What follows belongs to an exercise in optimizing a design on an open flow for small area, a short achievable clock period and few clock cycles per item; a production flow would make more cautious choices.
Function was checked by simulation only, so behaviour that the tests miss may differ from the original.
No activity file was given, so power comes from the tool's default toggle rates.

==> run G <==
// sorted_table_binary_search_top
module sorted_table_binary_search_top #(
    parameter int unsigned TABLE_DEPTH = stbs_pkg::TABLE_DEPTH_DEF
) (
    input  logic                         i_clk,
    input  logic                         i_rst_n,
    input  logic                         i_cfg_valid,
    output logic                         o_cfg_ready,
    input  logic [stbs_pkg::COUNT_W-1:0] i_cfg_data,
    input  logic                         i_in_valid,
    output logic                         o_in_stall,
    input  logic [40:0]                  i_in_data,
    output logic                         o_out_valid,
    input  logic                         i_out_stall,
    output logic [8:0]                   o_out_data
);
make LEC_CHECK=0 CAP_MARGIN=20 CORE_MARGIN=2 CORE_UTILIZATION=45 PLACE_DENSITY=0.6 SETUP_SLACK_MARGIN=4.9 SLEW_MARGIN=20 SYNTH_MEMORY_MAX_BITS=16384 finish   # period 8.0 ns
run.sh (not shown) runs the stock make flow with config.mk's settings and CLKGATE_MAP_FILE= SYNTH_SCRIPT=/design/flow/synth_recipe.tcl, a recipe that flattens the netlist after the stock synthesis.
==> inputs of run C, as changes to run G <==
--- a/flow/design.v
+++ b/flow/design.v
@@ -108,28 +108,30 @@
         if (free_out) r_od <= next_od;
     end
     assign o_in_stall  = r_stall;
     assign o_out_valid = r_ov;
     assign o_out_data  = {r_od[6], 2'b00, r_od[5:0]};
 endmodule
 module stbs_dpath #(
     parameter int unsigned DEPTH = 64,
-    parameter int unsigned SW    = 7       
+    parameter int unsigned SW    = 7,      
+    parameter bit          QIN   = 1'b0    
 ) (
     input  logic                   i_act,      
     input  logic                   i_found,
     input  logic [5:0]             i_idx,
     input  logic [5:0]             i_lo,
     input  logic [SW-1:0]          i_s,
     input  logic [5:0]             i_mid,
     input  logic [5:0]             i_mid_l,
     input  logic [5:0]             i_mid_r,
     input  logic [DEPTH-1:0]       i_lt,
     input  logic [DEPTH-1:0]       i_gt,
+    input  logic [3:0][30:0]       i_q,        
     output logic                   o_act,
     output logic                   o_found,
     output logic [5:0]             o_idx,
     output logic [5:0]             o_lo,
     output logic [SW-1:0]          o_s,
     output logic [5:0]             o_mid,
     output logic [5:0]             o_mid_l,
     output logic [5:0]             o_mid_r,
@@ -167,34 +169,62 @@
             default: begin qo = hl + 1 + off_mid(hr) + 1; qz = hr / 2;     end
         endcase
         quarter = {7'(qz), 6'(qo), 6'(qo + off_mid(qz)), 6'(qo + off_ml(qz)), 6'(qo + off_mr(qz))};
     endfunction
     logic e0, el, er;
     assign e0 = i_s == '0;
     assign el = i_s <= t_s'(2);        
     assign er = i_s <= t_s'(1);        
+    function automatic logic [5:0] add6(logic [5:0] a, logic [5:0] b);
+        logic [5:0] g, p, gn, pn;
+        g = a & b;
+        p = a ^ b;
+        add6 = p;
+        for (int d = 1; d < 6; d = d * 2) begin
+            gn = g;
+            pn = p;
+            for (int k = d; k < 6; k++) begin
+                gn[k] = g[k] | (p[k] & g[k-d]);
+                pn[k] = p[k] & p[k-d];
+            end
+            g = gn;
+            p = pn;
+        end
+        add6 = add6 ^ {g[4:0], 1'b0};
+    endfunction
     logic [30:0] w_q [4];
     always_comb begin
         for (int k = 0; k < 4; k++) begin
             w_q[k] = '0;
-            for (int v = 0; v < (1 << SW); v++) begin
-                if (i_s == t_s'(v)) w_q[k] = quarter(v, k);
+            if (QIN) begin
+                w_q[k] = i_q[k];
+            end else begin
+                for (int v = 0; v < (1 << SW); v++) begin
+                    if (i_s == t_s'(v)) w_q[k] = quarter(v, k);
+                end
             end
         end
     end
     logic [5:0] q_lo [4], q_mid [4], q_ml [4], q_mr [4];
     t_s         q_s [4];
     always_comb begin
         for (int k = 0; k < 4; k++) begin
             q_s[k]   = t_s'(w_q[k][30:24]);
-            q_lo[k]  = i_lo + w_q[k][23:18];
-            q_mid[k] = i_lo + w_q[k][17:12];
-            q_ml[k]  = i_lo + w_q[k][11:6];
-            q_mr[k]  = i_lo + w_q[k][5:0];
+            if (QIN) begin
+                q_lo[k]  = w_q[k][23:18];
+                q_mid[k] = w_q[k][17:12];
+                q_ml[k]  = w_q[k][11:6];
+                q_mr[k]  = w_q[k][5:0];
+            end else begin
+                q_lo[k]  = add6(i_lo, w_q[k][23:18]);
+                q_mid[k] = add6(i_lo, w_q[k][17:12]);
+                q_ml[k]  = add6(i_lo, w_q[k][11:6]);
+                q_mr[k]  = add6(i_lo, w_q[k][5:0]);
+            end
         end
     end
     logic       c_e, c_l, c_g;
     logic [5:0] c_mid;
     logic [3:0] qh;    
     always_comb begin
         c_e   = (l0 & er) | (~l0 & el);
         c_l   = (l0 & lr) | (~l0 & ll);
@@ -254,30 +284,51 @@
     logic [stbs_pkg::COUNT_W-1:0] r_count;
     always_ff @(posedge i_clk) begin
         if (!i_rst_n)         r_count <= '0;
         else if (i_cfg_valid) r_count <= i_cfg_data;
     end
     function automatic int unsigned off_mid(int unsigned z);
         off_mid = (z >= 1) ? (z - 1) / 2 : 0;
     endfunction
-    logic [6:0] r_n;
-    logic [5:0] r_mid0, r_ml0, r_mr0;
+    function automatic int unsigned off_ml(int unsigned z);
+        off_ml = off_mid(off_mid(z));
+    endfunction
+    function automatic int unsigned off_mr(int unsigned z);
+        off_mr = off_mid(z) + 1 + off_mid(z / 2);
+    endfunction
+    function automatic logic [30:0] quarter(int unsigned z, int unsigned k);
+        int unsigned hl, hr, qo, qz;
+        hl = off_mid(z);
+        hr = z / 2;
+        case (k)
+            0:       begin qo = 0;                        qz = off_mid(hl);  end
+            1:       begin qo = off_mid(hl) + 1;          qz = hl / 2;       end
+            2:       begin qo = hl + 1;                   qz = off_mid(hr);  end
+            default: begin qo = hl + 1 + off_mid(hr) + 1; qz = hr / 2;       end
+        endcase
+        quarter = {7'(qz), 6'(qo), 6'(qo + off_mid(qz)), 6'(qo + off_ml(qz)), 6'(qo + off_mr(qz))};
+    endfunction
+    logic [6:0]  r_n;
+    logic [5:0]  r_mid0, r_ml0, r_mr0;
+    logic [3:0][30:0] r_q0;
     always_ff @(posedge i_clk) begin
         r_n <= (r_count > stbs_pkg::COUNT_W'(D)) ? 7'(D) : 7'(r_count);
     end
     always_ff @(posedge i_clk) begin
         r_mid0 <= '0;
         r_ml0  <= '0;
         r_mr0  <= '0;
+        for (int k = 0; k < 4; k++) r_q0[k] <= '0;
         for (int v = 1; v <= D; v++) begin
             if (r_n == 7'(v)) begin
                 r_mid0 <= 6'(off_mid(v));
-                r_ml0  <= 6'(off_mid(off_mid(v)));
-                r_mr0  <= 6'(off_mid(v) + 1 + off_mid(v / 2));
+                r_ml0  <= 6'(off_ml(v));
+                r_mr0  <= 6'(off_mr(v));
+                for (int k = 0; k < 4; k++) r_q0[k] <= quarter(v, k);
             end
         end
     end
     logic        r_iv, r_iop;
     logic [7:0]  r_iidx;
     logic [31:0] r_ival;
     logic        w_acc;
     assign w_acc = i_in_valid & ~o_in_stall;
@@ -306,20 +357,20 @@
         r1_v  <= i_rst_n & r_iv & r_iop;
         r1_lt <= w_lt;
         r1_gt <= w_gt;
     end
     logic         w2_act, w2_found, w2_ne;
     logic [5:0]   w2_idx;
     logic [5:0]   w2_lo, w2_mid, w2_ml, w2_mr;
     logic [6:0]   w2_s;
-    stbs_dpath #(.DEPTH(D), .SW(7)) u_s2 (
+    stbs_dpath #(.DEPTH(D), .SW(7), .QIN(1'b1)) u_s2 (
         .i_act (r1_v), .i_found (1'b0), .i_idx ('0),
         .i_lo (6'd0), .i_s (r_n), .i_mid (r_mid0), .i_mid_l (r_ml0), .i_mid_r (r_mr0),
-        .i_lt (r1_lt), .i_gt (r1_gt),
+        .i_lt (r1_lt), .i_gt (r1_gt), .i_q (r_q0),
         .o_act (w2_act), .o_found (w2_found), .o_idx (w2_idx),
         .o_lo (w2_lo), .o_s (w2_s), .o_mid (w2_mid), .o_mid_l (w2_ml), .o_mid_r (w2_mr), .o_ne (w2_ne)
     );
     logic         r2_v, r2_act, r2_found;
     logic [5:0]   r2_idx;
     logic [5:0]   r2_lo, r2_mid, r2_ml, r2_mr;
     logic [4:0]   r2_s;
     logic [D-1:0] r2_lt, r2_gt;
@@ -338,17 +389,17 @@
     end
     logic         w3_act, w3_found, w3_ne;
     logic [5:0]   w3_idx;
     logic [5:0]   w3_lo, w3_mid, w3_ml, w3_mr;
     logic [4:0]   w3_s;
     stbs_dpath #(.DEPTH(D), .SW(5)) u_s3 (
         .i_act (r2_act), .i_found (r2_found), .i_idx (r2_idx),
         .i_lo (r2_lo), .i_s (r2_s), .i_mid (r2_mid), .i_mid_l (r2_ml), .i_mid_r (r2_mr),
-        .i_lt (r2_lt), .i_gt (r2_gt),
+        .i_lt (r2_lt), .i_gt (r2_gt), .i_q ('0),
         .o_act (w3_act), .o_found (w3_found), .o_idx (w3_idx),
         .o_lo (w3_lo), .o_s (w3_s), .o_mid (w3_mid), .o_mid_l (w3_ml), .o_mid_r (w3_mr), .o_ne (w3_ne)
     );
     logic         r3_v, r3_act, r3_found;
     logic [5:0]   r3_idx;
     logic [5:0]   r3_lo, r3_mid, r3_ml, r3_mr;
     logic [2:0]   r3_s;
     logic [D-1:0] r3_lt, r3_gt;
@@ -367,17 +418,17 @@
     end
     logic         w4_act, w4_found, w4_ne;
     logic [5:0]   w4_idx;
     logic [5:0]   w4_lo, w4_mid, w4_ml, w4_mr;
     logic [2:0]   w4_s;
     stbs_dpath #(.DEPTH(D), .SW(3)) u_s4 (
         .i_act (r3_act), .i_found (r3_found), .i_idx (r3_idx),
         .i_lo (r3_lo), .i_s (r3_s), .i_mid (r3_mid), .i_mid_l (r3_ml), .i_mid_r (r3_mr),
-        .i_lt (r3_lt), .i_gt (r3_gt),
+        .i_lt (r3_lt), .i_gt (r3_gt), .i_q ('0),
         .o_act (w4_act), .o_found (w4_found), .o_idx (w4_idx),
         .o_lo (w4_lo), .o_s (w4_s), .o_mid (w4_mid), .o_mid_l (w4_ml), .o_mid_r (w4_mr), .o_ne (w4_ne)
     );
     logic       w_res_found;
     logic [5:0] w_res_idx;
     always_comb begin
         w_res_found = w4_found;
         w_res_idx   = w4_idx;
Settings changed: CORE_UTILIZATION 45 to 55, CTS_CLUSTER_DIAMETER set to 100, CTS_CLUSTER_SIZE set to 24, PLACE_DENSITY 0.6 to 0.7.
==> run summary <==
	run C	run G
Starting Density	55.41%	45.13%
Result of the run	no timing/DRC/antenna violations	no timing/DRC/antenna violations
Critical path data required time	8.48 ns	8.77 ns
Seq_cells	2728	2650
Timing startpoint of the critical path	r_iop	r2_mid[0]
Sequential cell area in the final layout	75770 um^2	74240 um^2
Leakage power figure	47.15 nW	50.90 nW
Number of buffers on the longest clock path	3	4
Global placement routability congestion	0.9843	1.004
Site Rows	184	205
Via count	97600	103800
Multi-input combinational area share	40.46%	40.07%
Simple-gate portion of the synthesized area	11.88%	12.39%
Total wirelength of the detailed-routed design	433900 um	504000 um
Testbench counts of run G, summed over its fixed seeds: cycles 3,247, items 3,051.
Testbench counts of run C, summed over its fixed seeds: cycles 3,247, items 3,051.

[re-timing with driven ports]
The results above use ideal ports. As a check the final layouts listed here were re-extracted and re-timed, cells and wires unchanged.
Step 1: set_driving_cell puts a clkbuf_16 on i_clk and a buf_2 on each other input, an assumption about the parent block.
Step 2, shift: input delay + t, output delay - t, t = (earliest + latest rising clock arrival at the registers) / 2. This alone moves slack from input paths to output paths.
Three values: ideal ports, drivers, drivers and shift; two values: the first two.
run | t, ns | slack for setup (ns) | worst slew at a driven data input, ns | pins driven straight from the clock port
run G | 0.999 | 4.483 / 4.483 / 4.189 | 0.11 | 1
run C | 0.940 | 4.776 / 4.776 / 4.200 | 0.06 | 1
After both steps every run listed still meets setup and hold. The setup slack of run C, which loses most, moves by 0.000 ns with the drivers and by -0.576 ns with both steps.
